This is an optimization exercise on Yosys and OpenROAD, whose aim is small area, a short achievable clock period and few clock cycles, not a production implementation. Only simulation tests tie the RTL to the original design; equivalence was not proved. No driver is modelled on the clock port, so clock power and skew are understated where the tree is cut down; a real chip needs a root buffer or a tree. Power is estimated from default activity; no workload was simulated.

== run A ==
==> flow/design.v (excerpt) <==
module image_dilation_3x3
#(
  parameter int COL    = COL_DFLT,
  parameter int ROW    = ROW_DFLT,
  parameter int THRESH = 128
) (
  input  logic       clk,
  input  logic       rst,
  input  logic [7:0] data_in,
  input  logic       in_valid,
  output logic       in_ready,
  output logic [7:0] data_out,
  output logic       w_en,
  output logic       frame_done
);
  localparam int NG    = COL / GRP;           
  localparam int GW    = $clog2(NG);
  localparam int RW    = $clog2(ROW);
  localparam int FD    = 8;                   
  localparam int FW    = $clog2(FD + 1);
  localparam int WRSTG = GRP + 2;             
  localparam logic [1:0] M_IDLE = 2'd0, M_RUN = 2'd1, M_FLUSH = 2'd2;
  function automatic logic [2:0] rk_next(input logic [2:0] q, input logic [1:0] s);
    case ({q, s})
      5'b000_00: rk_next = 3'd2;
      5'b000_01: rk_next = 3'd1;
      5'b000_10: rk_next = 3'd0;
      5'b001_00: rk_next = 3'd2;
      5'b001_01: rk_next = 3'd1;
      5'b001_10: rk_next = 3'd3;
      5'b010_00: rk_next = 3'd2;
      5'b010_01: rk_next = 3'd4;
      5'b010_10: rk_next = 3'd3;
      5'b011_00: rk_next = 3'd0;
      5'b011_01: rk_next = 3'd0;
      5'b011_10: rk_next = 3'd5;
      5'b100_00: rk_next = 3'd0;
  ...
==> flow/config.mk <==
export PLATFORM = sky130hd
export DESIGN_NAME = image_dilation_3x3
export DESIGN_NICKNAME = image_dilation_3x3
export VERILOG_FILES = /design/flow/design.v
export SDC_FILE = /design/flow/constraint.sdc
export NUM_CORES = 4
export LEC_CHECK = 0
export ABC_CLOCK_PERIOD_IN_PS = 2000
export CAP_MARGIN = 20
export CORE_MARGIN = 2
export CORE_UTILIZATION = 60
export CTS_CLUSTER_DIAMETER = 120
export CTS_CLUSTER_SIZE = 28
export PLACE_DENSITY = 0.7
export SETUP_SLACK_MARGIN = 3.15
export SLEW_MARGIN = 20
==> flow/constraint.sdc <==
create_clock -name core_clock -period 5.0 [get_ports {clk}]
set_input_delay 1.0000 -clock core_clock [delete_from_list [all_inputs] [get_ports {clk}]]
set_output_delay 1.0000 -clock core_clock [all_outputs]
set_load 0.01 [all_outputs]
standard.sh (not shown) runs the stock make flow with config.mk's settings and CLKGATE_MAP_FILE= SYNTH_SCRIPT=/design/flow/synth_recipe.tcl, a recipe that flattens the netlist after the stock synthesis.
==> flow/flow/run.sh <==
#!/bin/bash
# Standard layout (the standard.sh, all ORFS steps), except that the
# clock tree is built by flow/clock_tree.tcl: a balanced two-level tree in
# place of TritonCTS's three levels. The tree is sourced through ORFS's
# PRE_CTS_TCL hook; the CTS step's repair and legalization run as usual.
set -euo pipefail
export PRE_CTS_TCL="$PWD/flow/clock_tree.tcl"
bash standard.sh > standard_flow.log 2>&1
Other scripts of this flow, unchanged in this note and not shown: flow/flow/clock_tree.tcl
Both conditions hold for run A: the flow ran to the end and the final layout passed the timing, design-rule and antenna checks.
Testbench counts of run A, summed over its fixed seeds: cycles 1,847,052.
Here is what was changed in the inputs of run B compared with run A.
Settings: swapping 60 for 70 in CORE_UTILIZATION; swapping 0.7 for 0.8 in PLACE_DENSITY; putting ABC_AREA at 1 where nothing was set.
Notes after the runs:
Going from run A to run B, post-route worst setup slack decreased by 0.19 ns relative to the old numbers; site row count went down 7.0%; total chip power moved up; die area now sits lower. | sequential portion of the cell area | run B vs run A | 0.63 points higher |. Status: area after synthesis parity (run B, run A). Cmp run B vs run A: simple logic cell fraction of the synthesized area higher in run B. Run B ended up with flip-flop to primary output as its class of the most critical setup path; run A ended up with flip-flop to flip-flop. Run A reports its startpoint of the worst setup timing path as mode_q[1] while run B reports douth_q. Compared with run A, run B shows a higher global router's overall resource usage.
Relative to run B, the following input files were edited for run C:
Settings: putting GPL_TIMING_DRIVEN at 0 where nothing was set; clearing ABC_AREA, which used to be 1.
[summary]
- Number of enable-type register cells in the synthesized netlist of run B is on par with run C.
- Run B reports its top metal layer carrying routed signals as met5 while run C reports met4.
- Per the comparison of run C with run B, number of buffer cells added on primary ports fell by 1, core area stayed essentially flat, layout overhead on the synthesized area rose by 2.0 points, maximum ir drop on the vdd rail rose by 19%.
- Compared with run B, in run C portion of netlist area occupied by mux cells rose by 1.4 points; cell area after placement increased by 0.66% relative to the old numbers; sequential share of layout area dropped 1.3 points; post-layout minimum cycle time now sits at about the same level; internal power component higher.
### run C -> run D
Settings: PLACE_DENSITY: 0.8 -> 0.88; CORE_UTILIZATION: 70 -> 80; GPL_TIMING_DRIVEN: 0 -> unset.
Results
Run D did not finish; a tool error ended it in 3_5_place_dp.
Reported for run D and run C, area after synthesis turned out identical to the last digit.
Run D and run C ended up with nearly the same number of top-level pins.
Compared with run C, run D shows width of the chip that has gone down by a few percent.
Going from run C to run D, die span in y shrank by a few percent.
Against run C, run D comes in 36% higher on detailed placer's ending HPWL.
In run A, run B and run C the design's own scripts or RTL, not TritonCTS, make the clock network.

* * *

Setup of v4:
Starting RTL as in the previous note.
// image_dilation_3x3
module image_dilation_3x3
#(
  parameter int COL    = COL_DFLT,
  parameter int ROW    = ROW_DFLT,
  parameter int THRESH = 128
) (
  input  logic       clk,
  input  logic       rst,
  input  logic [7:0] data_in,
  input  logic       in_valid,
  output logic       in_ready,
  output logic [7:0] data_out,
  output logic       w_en,
  output logic       frame_done
);
Settings: LEC_CHECK=0, ABC_CLOCK_PERIOD_IN_PS=2000, CAP_MARGIN=20, CORE_MARGIN=2, CORE_UTILIZATION=70, CTS_CLUSTER_DIAMETER=120, CTS_CLUSTER_SIZE=28, PLACE_DENSITY=0.8, SETUP_SLACK_MARGIN=3.15, SLEW_MARGIN=20; clock period 5.0 ns.
==> flow/flow/clock_tree.tcl <==
# Two-level clock tree built by hand in place of TritonCTS (sourced as
# PRE_CTS_TCL, before the standard CTS step runs its repair and legalizing).
# The clock port feeds NROOT root buffers; each root feeds a share of the
# leaf buffers; each leaf buffer feeds one cluster of about CL_SIZE clock
# pins found by k-means on the placed flip-flops. Every register sits two
# buffers from the port, so the tree is balanced; it is only shallower than
# TritonCTS's three levels.
set cl_size 20
set nroot   4
set buf_name sky130_fd_sc_hd__clkbuf_16

set db    [ord::get_db]
set block [ord::get_db_block]
set bufm  [$db findMaster $buf_name]
set clk   [$block findNet clk]

# clock pins of the registers
set sinks {}
foreach it [$clk getITerms] {
  set inst [$it getInst]
  set bb [$inst getBBox]
  set x [expr {([$bb xMin] + [$bb xMax]) / 2.0}]
  set y [expr {([$bb yMin] + [$bb yMax]) / 2.0}]
  lappend sinks [list $it $x $y]
}
set n [llength $sinks]
set k [expr {max(1, int(ceil(double($n) / $cl_size)))}]
puts "manual CTS: $n sinks, $k clusters"

# k-means, seeded along a sort by (x, y)
set sorted [lsort -real -index 1 $sinks]
set cx {}; set cy {}
for {set c 0} {$c < $k} {incr c} {
  set s [lindex $sorted [expr {int(($c + 0.5) * $n / $k)}]]
  lappend cx [lindex $s 1]; lappend cy [lindex $s 2]
}
for {set iter 0} {$iter < 30} {incr iter} {
  set sx [lrepeat $k 0.0]; set sy [lrepeat $k 0.0]; set sc [lrepeat $k 0]
  set asg {}
  foreach s $sinks {
    set x [lindex $s 1]; set y [lindex $s 2]
    set best 0; set bd 1e30
    for {set c 0} {$c < $k} {incr c} {
      set d [expr {abs($x - [lindex $cx $c]) + abs($y - [lindex $cy $c])}]
      if {$d < $bd} { set bd $d; set best $c }
    }
    lappend asg $best
    lset sx $best [expr {[lindex $sx $best] + $x}]
    lset sy $best [expr {[lindex $sy $best] + $y}]
    lset sc $best [expr {[lindex $sc $best] + 1}]
  }
  for {set c 0} {$c < $k} {incr c} {
    if {[lindex $sc $c] > 0} {
      lset cx $c [expr {[lindex $sx $c] / [lindex $sc $c]}]
      lset cy $c [expr {[lindex $sy $c] / [lindex $sc $c]}]
    }
  }
}

# leaf buffers
set leaves {}
for {set c 0} {$c < $k} {incr c} {
  if {[lindex $sc $c] == 0} { lappend leaves {}; continue }
  set b [odb::dbInst_create $block $bufm "clkbuf_leaf_$c"]
  $b setLocation [expr {int([lindex $cx $c])}] [expr {int([lindex $cy $c])}]
  $b setPlacementStatus PLACED
  set net [odb::dbNet_create $block "clknet_leaf_$c"]
  $net setSigType CLOCK
  [$b findITerm X] connect $net
  lappend leaves $b
}
set i 0
foreach s $sinks {
  set it [lindex $s 0]
  set c [lindex $asg $i]
  $it disconnect
  $it connect [$block findNet "clknet_leaf_$c"]
  incr i
}

# root buffers: split the leaves into nroot groups by angle around their centre
set used {}
set mx 0.0; set my 0.0
for {set c 0} {$c < $k} {incr c} {
  if {[lindex $sc $c] == 0} continue
  lappend used $c
  set mx [expr {$mx + [lindex $cx $c]}]; set my [expr {$my + [lindex $cy $c]}]
}
set nu [llength $used]
set mx [expr {$mx / $nu}]; set my [expr {$my / $nu}]
set ang {}
foreach c $used {
  lappend ang [list $c [expr {atan2([lindex $cy $c] - $my, [lindex $cx $c] - $mx)}]]
}
set ang [lsort -real -index 1 $ang]
set nr [expr {min($nroot, $nu)}]
for {set r 0} {$r < $nr} {incr r} {
  set grp {}
  for {set j [expr {$r * $nu / $nr}]} {$j < ($r + 1) * $nu / $nr} {incr j} {
    lappend grp [lindex [lindex $ang $j] 0]
  }
  set gx 0.0; set gy 0.0
  foreach c $grp { set gx [expr {$gx + [lindex $cx $c]}]; set gy [expr {$gy + [lindex $cy $c]}] }
  set gx [expr {$gx / [llength $grp]}]; set gy [expr {$gy / [llength $grp]}]
  set rb [odb::dbInst_create $block $bufm "clkbuf_root_$r"]
  $rb setLocation [expr {int($gx)}] [expr {int($gy)}]
  $rb setPlacementStatus PLACED
  set rnet [odb::dbNet_create $block "clknet_root_$r"]
  $rnet setSigType CLOCK
  [$rb findITerm X] connect $rnet
  [$rb findITerm A] connect $clk
  foreach c $grp { [[lindex $leaves $c] findITerm A] connect $rnet }
}
$clk setSigType CLOCK

# power pins of the new buffers
global_connect

# the tree is built: the standard CTS command does nothing from here on
proc clock_tree_synthesis {args} {
  puts "clock_tree_synthesis skipped: clock tree built by clock_tree.tcl"
}
Scripts as last shown in full above: flow/flow/run.sh
Testbench counts of v4, summed over its fixed seeds: cycles 1,847,052.
## Diff of input files: v30 against v4
- a change of SETUP_SLACK_MARGIN from 3.15 to 3.3
- a change of PLACE_DENSITY from 0.8 to 0.7
- a change of CORE_UTILIZATION from 70 to 60
--- a/flow/flow/clock_tree.tcl
+++ b/flow/flow/clock_tree.tcl
@@ -8 +8 @@
-set cl_size 20
+set cl_size 26
### Flow results
- Overall die area was higher in the run labelled v30.
- v30 ends up with a post-layout worst setup margin that is 0.049 ns higher than in v4.
- A end of the critical path of acc_q[5]$_DFFE_PN_ is what v4 shows, while db_q[4]$_DFFE_PP_ belongs to v30.
- [compare] base=v4 new=v30: initial core utilization went down by 10 points; total non-filler cell area in the finished layout has decreased.
- Die boundary height of v30 exceeds that of v4 by a little under 10%.
- Row pre-CTS worst setup slack: v30 lower / v4 higher
- Looking at v30 and v4, the remaining routing DRC violations is a wash.
Input-level comparison between v59 and v30:
- a change of PLACE_DENSITY from 0.7 to 0.8
- a change of CORE_UTILIZATION from 60 to 70
- a change of SETUP_SLACK_MARGIN from 3.3 to 3.15
--- outcome ---
v59 did not stop at any stage, and its layout met the timing, design-rule and antenna checks.
v59 — portion of total power attributed to the clock network 0.3 points higher, v30 as reference
Final worst slack in v59 is 0.0035 ns higher than in v30
met3 routing resource usage after global routing in v59 is 0.57 points above v30.
Comparing fraction of area in registers for v59 and v30, the smaller number came from v30.
X dimension of the die: higher on v30
No run of this note takes its clock network from TritonCTS; it comes from the design's own scripts or RTL.

## separate check: timing with driven ports
No port has a modelled driver above. Below, the same layouts with a new extraction and two added sets of constraints.
Step 1 assumes that a clkbuf_16 drives the clock port and a buf_2 every other input.
Step 2, shift: input delay + t, output delay - t, t = (earliest + latest rising clock arrival at the registers) / 2. This alone moves slack from input paths to output paths.
Slacks: ideal ports / drivers / drivers and shift; pairs: ideal ports / drivers.
run	t, ns	setup slack, ns	hold WS [ns]	worst register clock-pin slew, ns
run A	0.487	3.006 / 2.950 / 2.690	0.312 / 0.312 / 0.312	0.11 / 0.11
run B	0.506	2.813 / 2.699 / 2.881	0.306 / 0.306 / 0.306	0.12 / 0.12
run C	0.482	2.815 / 2.715 / 2.671	0.291 / 0.291 / 0.291	0.13 / 0.13
v4	0.495	2.966 / 2.867 / 2.733	0.297 / 0.297 / 0.297	0.10 / 0.10
v30	0.479	3.015 / 2.931 / 2.719	0.301 / 0.301 / 0.301	0.11 / 0.11
v59	0.489	3.018 / 2.914 / 2.733	0.293 / 0.293 / 0.293	0.11 / 0.11
After both steps setup and hold are still met in every run listed. For run A, which loses most, drivers alone change the setup slack by -0.056 ns; drivers and shift together by -0.316 ns.
